From an optimization exercise on the open Yosys and OpenROAD flow, aimed at small area, a short achievable clock period and few clock cycles per item; shortcuts taken in it are not production practice. In this exercise RTL edits were held to simulation tests only and were not proved equivalent to the original.

===== config.mk =====
export PLATFORM = sky130hd
export DESIGN_NAME = tea_cipher_engine
export DESIGN_NICKNAME = tea_cipher_engine
export VERILOG_FILES = /design/flow/design.v
export SDC_FILE = /design/flow/constraint.sdc
export NUM_CORES = 4
export LEC_CHECK = 0
export CAP_MARGIN = 20
export CORE_MARGIN = 2
export CORE_UTILIZATION = 40
export SLEW_MARGIN = 20

===== constraint.sdc =====
create_clock -name core_clock -period 12.0 [get_ports {clk}]
set_input_delay 2.4000 -clock core_clock [delete_from_list [all_inputs] [get_ports {clk}]]
set_output_delay 2.4000 -clock core_clock [all_outputs]
set_load 0.01 [all_outputs]

===== design.v =====
module tea_cipher_engine #(
  parameter int          ROUNDS     = 32,
  parameter bit          READY_COMB = 1'b0,   
  parameter int          ADDER      = 2,
  parameter logic [31:0] DELTA      = 32'h9E3779B9
) (
  input  logic         clk,
  input  logic         reset,
  input  logic         in_valid,
  output logic         in_ready,
  input  logic         in_mode,
  input  logic [63:0]  in_data,
  input  logic [127:0] in_key,
  output logic         out_valid,
  input  logic         out_ready,
  output logic [63:0]  out_data,
  output logic         out_mode,
  output logic         busy
);
  localparam int HALVES = 2 * ROUNDS;
  localparam int CNT_W  = $clog2(HALVES);
  localparam int SIDX_W = CNT_W - 1;
  localparam logic [CNT_W-1:0] LAST_CNT = CNT_W'(HALVES - 1);
  if (ROUNDS < 2 || (ROUNDS & (ROUNDS - 1)) != 0) begin : g_bad_rounds
    $error("tea_cipher_engine: ROUNDS must be a power of two >= 2");
  end
  logic [31:0]      a_q, b_q;
  logic [127:0]     key_q;       
  logic [31:0]      sum_q;       
  logic             mode_q;
  logic             run_q;
  logic             pre_q;       
  logic [CNT_W-1:0] cnt_q;       
  logic             ov_q;
  function automatic logic [31:0] add32(input logic [31:0] a, input logic [31:0] b, input logic cin);
    logic [31:0] p, g, G, P;
    logic [31:0] c;
    if (ADDER == 0) begin
      add32 = a + b + {31'd0, cin};
    end else begin
      p = a ^ b;
      g = a & b;
      g[0] = g[0] | (p[0] & cin);
      G = g; P = p;
      if (ADDER == 1) begin
        for (int d = 1; d < 32; d = d * 2)
          for (int i = 2 * d - 1; i < 32; i = i + 2 * d) begin
            G[i] = G[i] | (P[i] & G[i - d]);
            P[i] = P[i] & P[i - d];
          end
        for (int d = 8; d >= 1; d = d / 2)
          for (int i = 3 * d - 1; i < 32; i = i + 2 * d) begin
            G[i] = G[i] | (P[i] & G[i - d]);
            P[i] = P[i] & P[i - d];
          end
      end else if (ADDER == 2) begin
        for (int d = 1; d < 32; d = d * 2)
          for (int i = 0; i < 32; i++)
            if ((i & d) != 0) begin
              G[i] = G[i] | (P[i] & G[(i & ~(2 * d - 1)) + d - 1]);
              P[i] = P[i] & P[(i & ~(2 * d - 1)) + d - 1];
            end
      end else if (ADDER == 3) begin
        for (int i = 1; i < 32; i++) begin
          G[i] = G[i] | (P[i] & G[i - 1]);
        end
      end else begin
        for (int d = 1; d < 32; d = d * 2) begin
          logic [31:0] G2, P2;
          G2 = G; P2 = P;
          for (int i = 1; i < 32; i = i + 2)
            if (i - d >= 0 && (d == 1 || ((i - d) % 2) == 1)) begin
              G2[i] = G[i] | (P[i] & G[i - d]);
              P2[i] = P[i] & P[i - d];
            end
          G = G2; P = P2;
        end
        for (int i = 2; i < 32; i = i + 2) begin
          G[i] = G[i] | (P[i] & G[i - 1]);
        end
      end
      c = {G[30:0], cin};
      add32 = p ^ c;
    end
  endfunction
  function automatic logic [31:0] tea_mix(
    input logic [31:0] v,
    input logic [31:0] s,
    input logic [31:0] ka,
    input logic [31:0] kb
  );
    tea_mix = add32(v << 4, ka, 1'b0) ^ add32(v, s, 1'b0) ^ add32(v >> 5, kb, 1'b0);
  endfunction
  function automatic logic [31:0] round_sum(input logic [SIDX_W-1:0] idx);
    round_sum = DELTA * (32'(idx) + 32'd1);
  endfunction
  logic [31:0] mix, nb;
  assign mix = tea_mix(b_q, sum_q, key_q[127:96], key_q[95:64]);
  assign nb  = add32(a_q, mix ^ {32{mode_q}}, mode_q);
  logic step, last, accept;
  assign step   = run_q && !pre_q;
  assign last   = step && (cnt_q == LAST_CNT);
  assign accept = in_valid && in_ready;
  logic [CNT_W-1:0] cnt_next;
  assign cnt_next = cnt_q + 1'b1;
  always_ff @(posedge clk) begin
    if (!run_q) begin
      key_q <= in_key;
      sum_q <= in_mode ? round_sum('1) : round_sum('0);
    end else begin
      key_q <= {key_q[63:0], key_q[127:64]};
      sum_q <= round_sum(cnt_next[CNT_W-1:1] ^ {SIDX_W{mode_q}});
    end
  end
  always_ff @(posedge clk) begin
    if (!run_q) begin
      if (in_ready) begin
        a_q    <= in_data[63:32];
        b_q    <= in_data[31:0];
        mode_q <= in_mode;
      end
    end else if (pre_q) begin
      a_q <= b_q;
      b_q <= a_q;
    end else if (last && mode_q) begin
      a_q <= nb;
    end else begin
      a_q <= b_q;
      b_q <= nb;
    end
  end
  always_ff @(posedge clk) begin
    if (reset) begin
      run_q <= 1'b0;
      pre_q <= 1'b0;
      cnt_q <= '0;
      ov_q  <= 1'b0;
    end else begin
      if (accept) begin
        run_q <= 1'b1;
        pre_q <= in_mode;
        cnt_q <= '0;
      end else begin
        pre_q <= 1'b0;
        if (step) cnt_q <= cnt_next;
        if (last) run_q <= 1'b0;
      end
      if (last) ov_q <= 1'b1;
      else if (out_ready) ov_q <= 1'b0;
    end
  end
  if (READY_COMB) begin : g_ready_comb
    assign in_ready = !run_q && (!ov_q || out_ready);
  end else begin : g_ready_reg
    assign in_ready = !run_q && !ov_q;
  end
  assign out_valid = ov_q;
  assign busy      = run_q || ov_q;
  assign out_data  = {a_q, b_q};
  assign out_mode  = mode_q;
endmodule

===== flow/run.sh =====
#!/bin/bash
# Standard ORFS layout with these changes:
# - synthesis is synth_recipe.tcl with ABC run on flow/map.abc (delay-targeted mapping),
# - no full/half-adder cell extraction before ABC, so ABC sees the whole datapath,
# - ports are buffered with the smallest buffer, buf_1,
# - timing repair aims at a setup margin of 6 ns, well past what the 12 ns clock needs.
# The make output goes to make_finish.log; each step's full log is under orfs/logs/.
set -euo pipefail
W=$(pwd)
export MY_ABC_SCRIPT=$W/flow/map.abc
export MY_ABC_D=3000
bash standard.sh SYNTH_SCRIPT=$W/flow/synth.tcl ADDER_MAP_FILE= SETUP_SLACK_MARGIN=6 \
  "BUFFER_PORTS_ARGS=-buffer_cell sky130_fd_sc_hd__buf_1" finish > $W/make_finish.log 2>&1

===== flow/map.abc =====
strash
dch
map -D 3000
topo
buffer -c
upsize -c
dnsize -c

===== flow/synth.tcl =====
proc synth {args} { yosys synth -nofsm -noshare {*}$args }
# ABC with yosys's own delay-driven script (no -script) and the delay target MY_ABC_D ps.
proc abc {args} {
  set out {}
  set skip 0
  foreach a $args {
    if {$skip} { set skip 0; continue }
    if {$a eq "-script" || $a eq "-D"} { set skip 1; continue }
    lappend out $a
  }
  if {[info exists ::env(MY_ABC_SCRIPT)] && $::env(MY_ABC_SCRIPT) ne ""} { lappend out -script $::env(MY_ABC_SCRIPT) }
  lappend out -D $::env(MY_ABC_D)
  puts "abc override: $out"
  yosys abc {*}$out
}
source $::env(SCRIPTS_DIR)/synth.tcl
# left out here: clear keep_hierarchy, flatten, clean up, hide names made inside functions, write 1_2_yosys.v

===== standard.sh =====
#!/bin/bash
# synth_recipe.tcl (not shown) runs the flow's synth.tcl, then flattens the netlist and writes it again
# the make line also repeats each setting of config.mk as NAME=value (left out here)
make -C /OpenROAD-flow-scripts/flow DESIGN_CONFIG=/design/flow/config.mk WORK_HOME=/design/flow/orfs CLKGATE_MAP_FILE= SYNTH_SCRIPT=/design/flow/synth_recipe.tcl "${@:-finish}"

==> results of run 1 <==
==> final cells by class <==
cell class                      instances  share of cell area
Multi-Input combinational cell       1863               0.516
Sequential cell                       234               0.289
Clock inverter                         10             0.00345
Timing Repair Buffer                  273              0.0573
Inverter                              250              0.0510
Clock buffer                           44              0.0479
Tap cell                              525              0.0355
==> flip-flops by register name, indices dropped and copies added, names as in the netlist <==
| register | cells |
|---|---|
| key_q | 128 |
| a_q | 32 |
| b_q | 32 |
| sum_q | 32 |
| cnt_q | 6 |
| mode_q | 1 |
| ov_q | 1 |
| pre_q | 1 |
| run_q | 1 |
==> placed cells by master, fill, tap and decap left out, drive strengths merged, types with 2 or more instances in the layout <==
cell type,n
a22o,20
xnor2,61
clkinv,6
nand4,12
maj3,4
nand3b,2
clkinvlp,2
a221oi,2
clkbuf,44
a21o,3
o221ai,3
dfxtp,169
o211ai,5
and2,8
buf,273
a22oi,2
inv,252
nand2,627
a31o,2
a21boi,7
or2,24
o2111ai,4
a31oi,13
nand3,69
o21bai,7
xor2,184
a21oi,190
a211oi,5
nor3,17
o21a,3
nor2,441
o21ai,128
edfxtp,65
and3,3
o31ai,9
==> layer usage <==
layer,wire length (um),GRT usage,up-vias
li1,-,-,8175
met1,26000,0.361,7429
met2,25000,0.422,426
met3,3200,0.0320,55
met4,759,0.0489,0
met5,0,0,-
==> tightest hold or removal path, stage by stage, from the launching register on <==
cell     delay, ps
dfxtp_1        300
nand2_1         40
nand2_1         50
==> cells by family after synthesis <==
group / count (synthesis)
fa+ha+maj: 4
simple gates: 1206
flops: 234
compound gates: 408
xor+xnor: 245
buf+inv: 321
==> path summary, 6_finish.rpt <==
kind	startpoint	to	slack [ps]	cells past startpoint
worst max register to register	b_q[6]$_DFFE_PP_	a_q[22]$_DFFE_PP_	6800	21
worst max-delay path	b_q[6]$_DFFE_PP_	a_q[22]$_DFFE_PP_	6800	21
worst min-delay path	key_q[62]$_DFF_P_	key_q[126]$_DFF_P_	420	2
worst min register to register	key_q[62]$_DFF_P_	key_q[126]$_DFF_P_	420	2
==> stage by stage <==
step	hold slack [ps]	area (um2)	setup WS, ps
2_1_floorplan	403	16100	8010
3_3_place_gp	405	17500	7020
3_5_place_dp	411	17500	6880
4_1_cts	419	18500	6860
5_1_grt	437	18500	6400
6_report	418	18500	6800
==> summary.md, run 1 <==
| Metric | Value |
|---|---|
| Slew @ Worst Pin | `approximately 1100 ps` |
| CTS Buf Count | `29` |
| Root Buffer | `clkbuf_16` |
| Core Util, Final | `0.465` |
| IO buf count | `~260` |
| Cts hold-fix bufs | `0` |
| FF+latch area | `approximately 5300 um2` |
| Hold Fails Final Rpt | `0` |
| Register area share after synthesis | `0.332` |
| Post-Synth Simple-Gate Area | `0.303` |
| Hpwl dp | `41.2 mm` |
| Final period util | `0.433` |
| Vias/cell | `between 5 and 6` |
| Number of remaining DRC errors | `0` |
| Top FF cell, synth | `dfxtp_1` |
| Final setup fails | `0` |
| Area of the multi-input gates | `~9500 um2` |
| EDFF count, synth | `65` |
| First-pass GRT wire length | `83.6 mm` |
| Total die area | `41800 um2` |
| Dominant cells by area after synthesis | `dfxtp_1, nand2_1, edfxtp_1` |
| Clock Sinks | `around 230` |
| Global route total overflow | `0` |
| Num rows | `73` |
| Max Cap Viol | `0` |
| Count leader, synth | `nand2_1` |
| Max clock buf depth | `3` |
| Synth Area in Compound Gates | `0.152` |
| Async SR Flop Fraction | `0` |
| DRT antenna net count | `0` |
| Sequence of cells on the critical path | `xor2_2 > nand2_1 > o21ai_2 > nand2_2 > o21ai_2 > o21bai_4 > o21a_1 > nor2_1 > nor2_1 > xor2_1 > xor2_1 > xor2_1 > nand2_1 > o221ai_2 > a21oi_1 > o21ai_2 > nand2_1 > o21ai_1 > or2_1 > nand3_1 > a22o_1` |
| CTS resizes | `0` |
| Layout area overhead | `15.0%` |
| Top cell type's share of synthesized area | `0.210` |
| Initial Utilization | `0.405` |
| Yosys cell types | `74` |
| Die X | `~200 um` |
| Final min period | `5200 ps` |
| Status | `complete, no violations` |
| Largest net degree at the start of global routing | `about 140` |
| CP required | `approximately 12000 ps` |
| Max incr delay on CP | `between 600 and 700 ps` |
| Share of layout cells above drive strength 1 | `0.0494` |
| Setup TNS | `0 ps` |
| Worst Setup Path Type | `reg2reg` |
| Worst Skew | `about 21 ps` |
| First-pass DRT Iterations | `5` |
| Hold crit path type | `reg2reg` |
| Rel. slew slack | `0.272` |
| Mean Syn Cell Area | `roughly 6.7 um2` |
| Syn Std Cell Area | `16100 um2` |
| Proportion of synthesized area in mux cells | `0` |
| Reg clk slew, reported paths | `around 60 ps` |
| Final Max Tran Viols | `0` |
| Crit-path max FO | `13` |
| Fill count | `roughly 4200` |
| Die height | `205 um` |
| Nets | `about 2800` |
| CTS tree | `yes` |
| CP Launch Type | `register` |
| Drt wl/cell | `~17 um` |
| Largest area contributor in the netlist | `dfxtp_1` |
| CP max stage cell | `o21ai_2` |
| CP endpoint kind | `register` |
| Post-Synth XOR/XNOR Area | `0.134` |
| Largest family of logic cells by synthesized area | `simple AND/OR/NAND/NOR gates` |
| Worst path bufs/invs | `0` |
| Post-Syn Instances | `2418` |
| Synth Area in Adders | `0.00257` |
| Yosys reg bits | `about 230` |
| Top delay family on crit path | `compound AO/OA/AOI/OAI gates` |
| Synth Warn # | `1` |
| I/O pin total | `around 270` |
| Initial drt markers | `1268` |
| Post-synth top cells | `nand2_1, nor2_1, inv_1` |
| Routability cong. | `0.925` |
| Post-detailed-routing wire length | `approximately 55 mm` |
| Layout Cells excl Fill | `~3200` |
| H-tree levels | `1` |
| Gr usage total | `0.256` |
| Fmax | `around 190 MHz` |
| Vias in the first global route | `15129` |
| Initial antenna violation count | `1` |
| Post-Place Cells | `between 3000 and 4000` |
| RSZ-0062 raised after global routing | `false` |
| DR vias | `16085` |
| Postcts setup bufs | `0` |
| WP data arrival | `~5500 ps` |
| Worst-skew pair later-pin latency | `580 ps` |
| Ant diodes | `0` |
| Core footprint | `39700 um2` |
Testbench counts, summed over its fixed seeds: cycles 85,105, items 1,280.
==> inputs of run 2 (changes only) <==
--- a/flow/run.sh
+++ b/flow/run.sh
@@ -5,3 +5,3 @@
 # - ports are buffered with the smallest buffer, buf_1,
-# - timing repair aims at a setup margin of 6 ns, well past what the 12 ns clock needs.
+# - timing repair aims at a setup margin of 7.5 ns, well past what the 12 ns clock needs.
 # The make output goes to make_finish.log; each step's full log is under orfs/logs/.
@@ -11,3 +11,3 @@
 export MY_ABC_D=3000
-bash standard.sh SYNTH_SCRIPT=$W/flow/synth.tcl ADDER_MAP_FILE= SETUP_SLACK_MARGIN=6 \
+bash standard.sh SYNTH_SCRIPT=$W/flow/synth.tcl ADDER_MAP_FILE= SETUP_SLACK_MARGIN=7.5 \
   "BUFFER_PORTS_ARGS=-buffer_cell sky130_fd_sc_hd__buf_1" finish > $W/make_finish.log 2>&1
--- a/config.mk
+++ b/config.mk
@@ -9,3 +9,3 @@
 export CORE_MARGIN = 2
-export CORE_UTILIZATION = 40
+export CORE_UTILIZATION = 55
 export SLEW_MARGIN = 20
==> run 2 against run 1 <==
  * Setup slack improved by 450 ps
  * Still clean
  * First-iteration DRC count is 7.3% higher
  * Maximum frequency up 9.6%
  * Via count increased by 4.3%
  * Critical path type unchanged
  * Hold slack improved by 5.0 ps
  * Wire length decreased by 4.7%
  * Synthesized area unchanged
  * Largest cell class unchanged
  * Core utilization rose by 22 points
  * Final cell count decreased by 2.0%
==> summary.md, run 2 <==
| Metric | Value |
|---|---|
| Status | `complete, no violations` |
| Fmax | `between 200 and 250 MHz` |
| IO buf count | `~260` |
| Dominant cells by area after synthesis | `dfxtp_1, nand2_1, edfxtp_1` |
| Hold crit path type | `reg2reg` |
| R2R Path End | `a_q[31]$_DFFE_PP_` |
| Core Util, Final | `0.683` |
| Rel. slew slack | `0.246` |
| Die height | `approximately 170 um` |
| WP data arrival | `around 5000 ps` |
| DR vias | `~17000` |
| Routability cong. | `about 0.99` |
| Core footprint | `approximately 29000 um2` |
| Worst-skew pair later-pin latency | `540 ps` |
| Max Cap Viol | `0` |
| Post-detailed-routing wire length | `between 50 and 60 mm` |
| Setup TNS | `0 ps` |
| Clock Sinks | `~230` |
| Yosys reg bits | `approximately 230` |
| Cts hold-fix bufs | `0` |
| Drt wl/cell | `between 15 and 20 um` |
| Die X | `175 um` |
| Hpwl dp | `between 30 and 40 mm` |
| Max FFs per register | `approximately 130` |
| Beginning of the worst register-to-register path | `b_q[22]$_DFFE_PP_` |
| Number of remaining DRC errors | `0` |
| Slew @ Worst Pin | `1130 ps` |
| Crit-path max FO | `6` |
| Most frequent cells in the layout | `nand2_1, nor2_1, buf_1` |
| H-tree levels | `1` |
| Post-Place Cells | `about 3000` |
| Num rows | `between 60 and 70` |
| EDFF count, synth | `65` |
| Vias in the first global route | `between 15000 and 20000` |
| Final setup fails | `0` |
| Final Max Tran Viols | `0` |
| Final Cell Area | `between 15000 and 20000 um2` |
| Share of layout cells above drive strength 1 | `0.120` |
| Reg clk slew, reported paths | `60 ps` |
| R2R Setup Slk | `7260 ps` |
| CTS Buf Count | `27` |
| Top cell type's share of synthesized area | `0.210` |
| Yosys cell types | `74` |
| Final period util | `0.395` |
| Gr usage total | `0.322` |
| Most flop-heavy register | `key_q` |
| Async SR Flop Fraction | `0` |
| I/O pin total | `265` |
| Final min period | `around 4700 ps` |
| CTS tree | `yes` |
| R2R cell count | `21` |
| Count leader, synth | `nand2_1` |
| Post-Syn Instances | `between 2000 and 2500` |
| Worst Skew | `roughly 11 ps` |
| DRT antenna net count | `0` |
| Max clock buf depth | `3` |
| CP endpoint kind | `register` |
| Worst Setup Path Type | `reg2reg` |
| CP required | `roughly 12000 ps` |
| Nets | `just under 3000` |
| Synth Warn # | `1` |
| Area after DPL | `around 17000 um2` |
| Syn Std Cell Area | `16100 um2` |
| Ant diodes | `0` |
| RSZ-0062 raised after global routing | `true` |
| Largest net degree at the start of global routing | `126` |
| Initial antenna violation count | `0` |
| Top FF cell, synth | `dfxtp_1` |
| Mean Syn Cell Area | `6.65 um2` |
| Root Buffer | `clkbuf_16` |
| Register area share after synthesis | `0.332` |
| Post-synth top cells | `nand2_1, nor2_1, inv_1` |
| End of the critical path | `a_q[31]$_DFFE_PP_` |
| Layout Cells excl Fill | `about 3100` |
| CP Launch Type | `register` |
| Most common cell after layout, fill and taps aside | `nand2_1` |
| Hold Fails Final Rpt | `0` |
| Hold Path Stages | `2` |
| Global route total overflow | `0` |
| Total die area | `just over 30000 um2` |
| Initial Utilization | `0.559` |
| Worst Setup SP | `b_q[22]$_DFFE_PP_` |
| Largest area contributor in the netlist | `dfxtp_1` |
| Vias/cell | `5.35` |
| Layout area overhead | `22.3%` |
| Initial drt markers | `1360` |
| First-pass GRT wire length | `about 78 mm` |
| First-pass DRT Iterations | `7` |
| Hold slack | `422 ps` |
==> run 2: changes by cell type in the layout (fill, tap and decap cells not counted), moves of 14 or more <==
cell | previous run | this run
nor2_2 | 7 | 21
a21oi_1 | 187 | 169
buf_4 | 9 | 75
xor2_1 | 182 | 163
nand2_1 | 617 | 599
nand2_2 | 9 | 25
a21oi_2 | 1 | 16
xor2_2 | 2 | 20
nor2_1 | 431 | 408
==> run 2: worst min-delay path by stage <==
stage                                 start                 end  slack (ps)
final                     key_q[47]$_DFF_P_  key_q[111]$_DFF_P_         420
after global routing      key_q[47]$_DFF_P_  key_q[111]$_DFF_P_         440
after CTS                 key_q[47]$_DFF_P_  key_q[111]$_DFF_P_         420
after detailed placement  key_q[13]$_DFF_P_   key_q[77]$_DFF_P_         410
after global placement    key_q[28]$_DFF_P_   key_q[92]$_DFF_P_         400
after floorplan           key_q[36]$_DFF_P_  key_q[100]$_DFF_P_         400
==> run 2: stage by stage <==
| stage | setup slack [ps] |
|---|---|
| detailed placement | 7120 |
| CTS | 7470 |
| global placement | 7280 |
| finish | 7260 |
| floorplan | 8010 |
| global route | 7080 |
==> run 2: kinds of logic after synthesis <==
kind of cell             Yosys count  share of synthesized area
adder cells (fa/ha/maj)            4                    0.00257
buffers and inverters            321                     0.0766
AND/OR/NAND/NOR                 1206                      0.303
flip-flops                       234                      0.332
AO/OA/AOI/OAI                    408                      0.152
XOR/XNOR                         245                      0.134
==> run 2: cell type report <==
cell class	instances	area, um2
Clock buffer	36	741
Sequential cell	234	5340
Tap cell	384	480
Clock inverter	13	90.1
Timing Repair Buffer	352	1730
Multi-Input combinational cell	1865	10300
Fill cell	2620	9110
Inverter	250	946
==> run 2: timing repair <==
action | in CTS | in global routing
cloned | 2 | 0
gates resized for setup | 30 | 157
pin swaps | 14 | 72
setup buffers | 13 | 67
setup endpoints to repair | 33 | 50
==> run 2: routing by layer <==
metal | global-route usage | part of all wire | vias up
met3 | 0.0409 | 0.076 | 133
met2 | 0.517 | 0.45 | 700
li1 | - | - | 8317
met1 | 0.442 | 0.43 | 7620
met5 | 0 | 0 | -
met4 | 0.121 | 0.042 | 0
==> run 2: critical path: stages, from the launching register on <==
cell and delay (ps):
edfxtp_1 550, inv_1 200, nor2_1 200, nor2_1 160, a21oi_1 200, inv_1 110, a21oi_1 280, inv_1 120
a211oi_2 400, nand2_4 120, nand4_4 120, a21oi_4 100, xor2_2 210, xor2_1 190, xor2_1 300, xor2_1 230
nand3_1 140, nor2_2 200, nand4_1 180, nand4_1 190, nand3_1 80, a22o_1 200
==> inputs of run 3 (changes only) <==
--- a/flow/run.sh
+++ b/flow/run.sh
@@ -5,3 +5,4 @@
 # - ports are buffered with the smallest buffer, buf_1,
-# - timing repair aims at a setup margin of 7.5 ns, well past what the 12 ns clock needs.
+# - the buffers ABC inserted are removed before placement,
+# - timing repair aims at a setup margin of 7 ns, well past what the 12 ns clock needs.
 # The make output goes to make_finish.log; each step's full log is under orfs/logs/.
@@ -11,3 +12,3 @@
 export MY_ABC_D=3000
-bash standard.sh SYNTH_SCRIPT=$W/flow/synth.tcl ADDER_MAP_FILE= SETUP_SLACK_MARGIN=7.5 \
+bash standard.sh SYNTH_SCRIPT=$W/flow/synth.tcl ADDER_MAP_FILE= REMOVE_ABC_BUFFERS=1 SETUP_SLACK_MARGIN=7 \
   "BUFFER_PORTS_ARGS=-buffer_cell sky130_fd_sc_hd__buf_1" finish > $W/make_finish.log 2>&1
==> run 3 against run 2 <==
  * First-iteration DRC count is 5.4% lower
  * Synthesized cell count unchanged
  * Die area unchanged
  * Global-route usage fell by 2.4 points
  * Highest routed layer unchanged
==> summary.md, run 3 <==
| Metric | Value |
|---|---|
| Final min period | `approximately 4800 ps` |
| Beginning of the worst register-to-register path | `b_q[6]$_DFFE_PP_` |
| Hpwl dp | `~35 mm` |
| CP endpoint kind | `register` |
| Initial drt markers | `between 1000 and 1500` |
| Max clock buf depth | `3` |
| EDFF count, synth | `65` |
| Core footprint | `around 29000 um2` |
| End of the critical path | `a_q[19]$_DFFE_PP_` |
| FF+latch area | `~5300 um2` |
| Syn Std Cell Area | `between 15000 and 20000 um2` |
| Clock Sinks | `234` |
| Worst path bufs/invs | `2` |
| Mean Syn Cell Area | `~6.7 um2` |
| Worst Setup SP | `b_q[6]$_DFFE_PP_` |
| Worst Skew | `about 13 ps` |
| Final setup fails | `0` |
| Die X | `around 170 um` |
| Total die area | `~31000 um2` |
| Num rows | `62` |
| Setup TNS | `0 ps` |
| Vias/cell | `~5.2` |
| DRT antenna net count | `0` |
| Max FFs per register | `~130` |
| Top FF cell, synth | `dfxtp_1` |
| Number of remaining DRC errors | `0` |
| Final worst slack | `about 7200 ps` |
| Layout area overhead | `15.1%` |
| Worst Setup Path Type | `reg2reg` |
| Max incr delay on CP | `530 ps` |
| CTS Buf Count | `27` |
| Crit-path max FO | `9` |
| Initial antenna violation count | `0` |
| Ant diodes | `0` |
| Area of the multi-input gates | `~9600 um2` |
| H-tree levels | `1` |
| Most common cell after layout, fill and taps aside | `nand2_1` |
| Top cell type's share of synthesized area | `0.210` |
| Top delay family on crit path | `compound AO/OA/AOI/OAI gates` |
| CP max stage cell | `edfxtp_1` |
| Hold Path Stages | `2` |
| Sequence of cells on the critical path | `xor2_2 > buf_4 > xnor2_1 > xor2_1 > xor2_1 > maj3_2 > maj3_1 > nand3_1 > nand2_1 > a31oi_2 > o221ai_2 > a21oi_1 > o21ai_4 > buf_4 > nand2_1 > nand2_1 > o21ai_1 > a21oi_1 > a21oi_1 > o21ai_1` |
| Async SR Flop Fraction | `0` |
| Root Buffer | `clkbuf_16` |
| Fill count | `between 2000 and 3000` |
| R2R cell count | `20` |
| CTS tree | `yes` |
| IO buf count | `264` |
| Routability cong. | `about 1.0` |
| Largest area contributor in the netlist | `dfxtp_1` |
| Die height | `around 170 um` |
| Yosys reg bits | `234` |
| CP required | `approximately 12000 ps` |
| Dpl ws | `7240 ps` |
| Hold crit path type | `reg2reg` |
| Share of layout cells above drive strength 1 | `0.0573` |
| DR vias | `roughly 16000` |
| Worst-skew pair later-pin latency | `around 550 ps` |
| Vias in the first global route | `~15000` |
| Hold Fails Final Rpt | `0` |
| Register area share after synthesis | `0.332` |
| Top Layer Used | `met4` |
| Most frequent cells in the layout | `nand2_1, nor2_1, buf_1` |
| Dominant cells by area after synthesis | `dfxtp_1, nand2_1, edfxtp_1` |
| RSZ-0062 raised after global routing | `false` |
| First-pass GRT wire length | `between 70 and 80 mm` |
| Fmax | `207 MHz` |
| I/O pin total | `between 200 and 300` |
| Post-Syn Instances | `2418` |
| Most flop-heavy register | `key_q` |
| Max Cap Viol | `0` |
| Initial Utilization | `0.559` |
| Gr usage total | `0.298` |
| R2R Setup Slk | `about 7200 ps` |
| Count leader, synth | `nand2_1` |
| Rel. slew slack | `0.308` |
| Largest net degree at the start of global routing | `135` |
| Final period util | `0.402` |
| WP data arrival | `5110 ps` |
| CP Launch Type | `register` |
| Post-detailed-routing wire length | `47.2 mm` |
| Synth Warn # | `1` |
| Crit path depth | `20` |
| Final Max Tran Viols | `0` |
| First-pass DRT Iterations | `6` |
| WL met2 | `21.2 mm` |
| Reg clk slew, reported paths | `approximately 70 ps` |
| Met1 wire length | `between 20 and 25 mm` |
| Slew @ Worst Pin | `between 1000 and 1500 ps` |
| Post-synth top cells | `nand2_1, nor2_1, inv_1` |
| Met3 WL | `approximately 3.3 mm` |
| Nets | `2863` |
| Yosys cell types | `between 70 and 80` |
| Status | `complete, no violations` |
| Drt wl/cell | `between 15 and 20 um` |
| R2R Path End | `a_q[19]$_DFFE_PP_` |
| Global route total overflow | `0` |
==> run 3: area by class of cell <==
type / instances / area share
repair buffers: 290 / 0.0651
well taps: 384 / 0.0260
clock buffers: 38 / 0.0426
multi-input cells: 1863 / 0.517
inverters: 250 / 0.0510
clock inverters: 12 / 0.00946
flip-flops and latches: 234 / 0.288
==> run 3: worst min-delay path by stage <==
| stage | startpoint | to |
|---|---|---|
| final | key_q[20]$_DFF_P_ | key_q[84]$_DFF_P_ |
| after global routing | key_q[38]$_DFF_P_ | key_q[102]$_DFF_P_ |
| after CTS | key_q[23]$_DFF_P_ | key_q[87]$_DFF_P_ |
| after detailed placement | key_q[23]$_DFF_P_ | key_q[87]$_DFF_P_ |
| after global placement | key_q[57]$_DFF_P_ | key_q[121]$_DFF_P_ |
| after floorplan | key_q[36]$_DFF_P_ | key_q[100]$_DFF_P_ |
==> run 3: logic make-up after synthesis <==
logic type / share of synthesized area
AOI/OAI and AO/OA: 0.152
xor gates and xnor gates: 0.134
adders and majority gates: 0.00257
buffers and inverters: 0.0766
DFF: 0.332
and+or+nand+nor: 0.303
==> run 3: stage by stage <==
stage	cell area, um2	hold WS [ps]	utilization	std cells
floorplan	15800	403	-	2347
finish	18500	419	0.643	3071
global placement	17400	405	0.603	3004
CTS	18300	424	0.636	3054
global route	18500	438	0.643	3071
detailed placement	17400	409	0.603	3004
==> run 3: worst reg2reg max path: cells and delay by family, from the launching register on <==
family                   cells  cell delay [ps]
AO/OA/AOI/OAI                8             1660
AND/OR/NAND/NOR              4              430
flip-flops                   1              530
buffers and inverters        2              360
XOR/XNOR                     4              890
adder cells (fa/ha/maj)      2              700
==> run 3: what timing repair did <==
item,CTS,global route
setup buffers,0,16
resized for setup,0,10
endpoints found under the hold margin,0,0
endpoints found under the setup margin,0,31
hold buffers,0,0
==> run 3: per-layer routing <==
layer,global-route usage,vias to the layer above
met5,0,-
met2,0.483,569
li1,-,8202
met3,0.0416,80
met1,0.417,7267
met4,0.0819,0

==> re-timing with driven ports <==
How much do the figures lean on ideal ports? The routed layouts below were timed once more, with nothing changed but the port constraints. Step 1 assumes that a clkbuf_16 drives the clock port and a buf_2 every other input. Step 2 times the ports against the registers' clock, not the clock port: input delays grow and output delays shrink by t, the midpoint of the rising clock arrivals with the driver on. Three values: no drivers, after step 1, after step 2; two values: the first two.
| run | t (ns) | setup slack, ns | worst hold slack (ns) | worst setup path after step 2 | worst slew at a driven data input, ns |
|---|---|---|---|---|---|
| run 1 | 0.625 | 6.804 / 6.804 / 6.804 | 0.418 / 0.418 / 0.418 | register to register | 0.07 |
| run 2 | 0.590 | 7.258 / 7.258 / 7.258 | 0.422 / 0.422 / 0.422 | register to register | 0.05 |
| run 3 | 0.595 | 7.170 / 7.170 / 7.170 | 0.419 / 0.419 / 0.419 | register to register | 0.04 |
After both steps setup and hold are still met in every run listed.
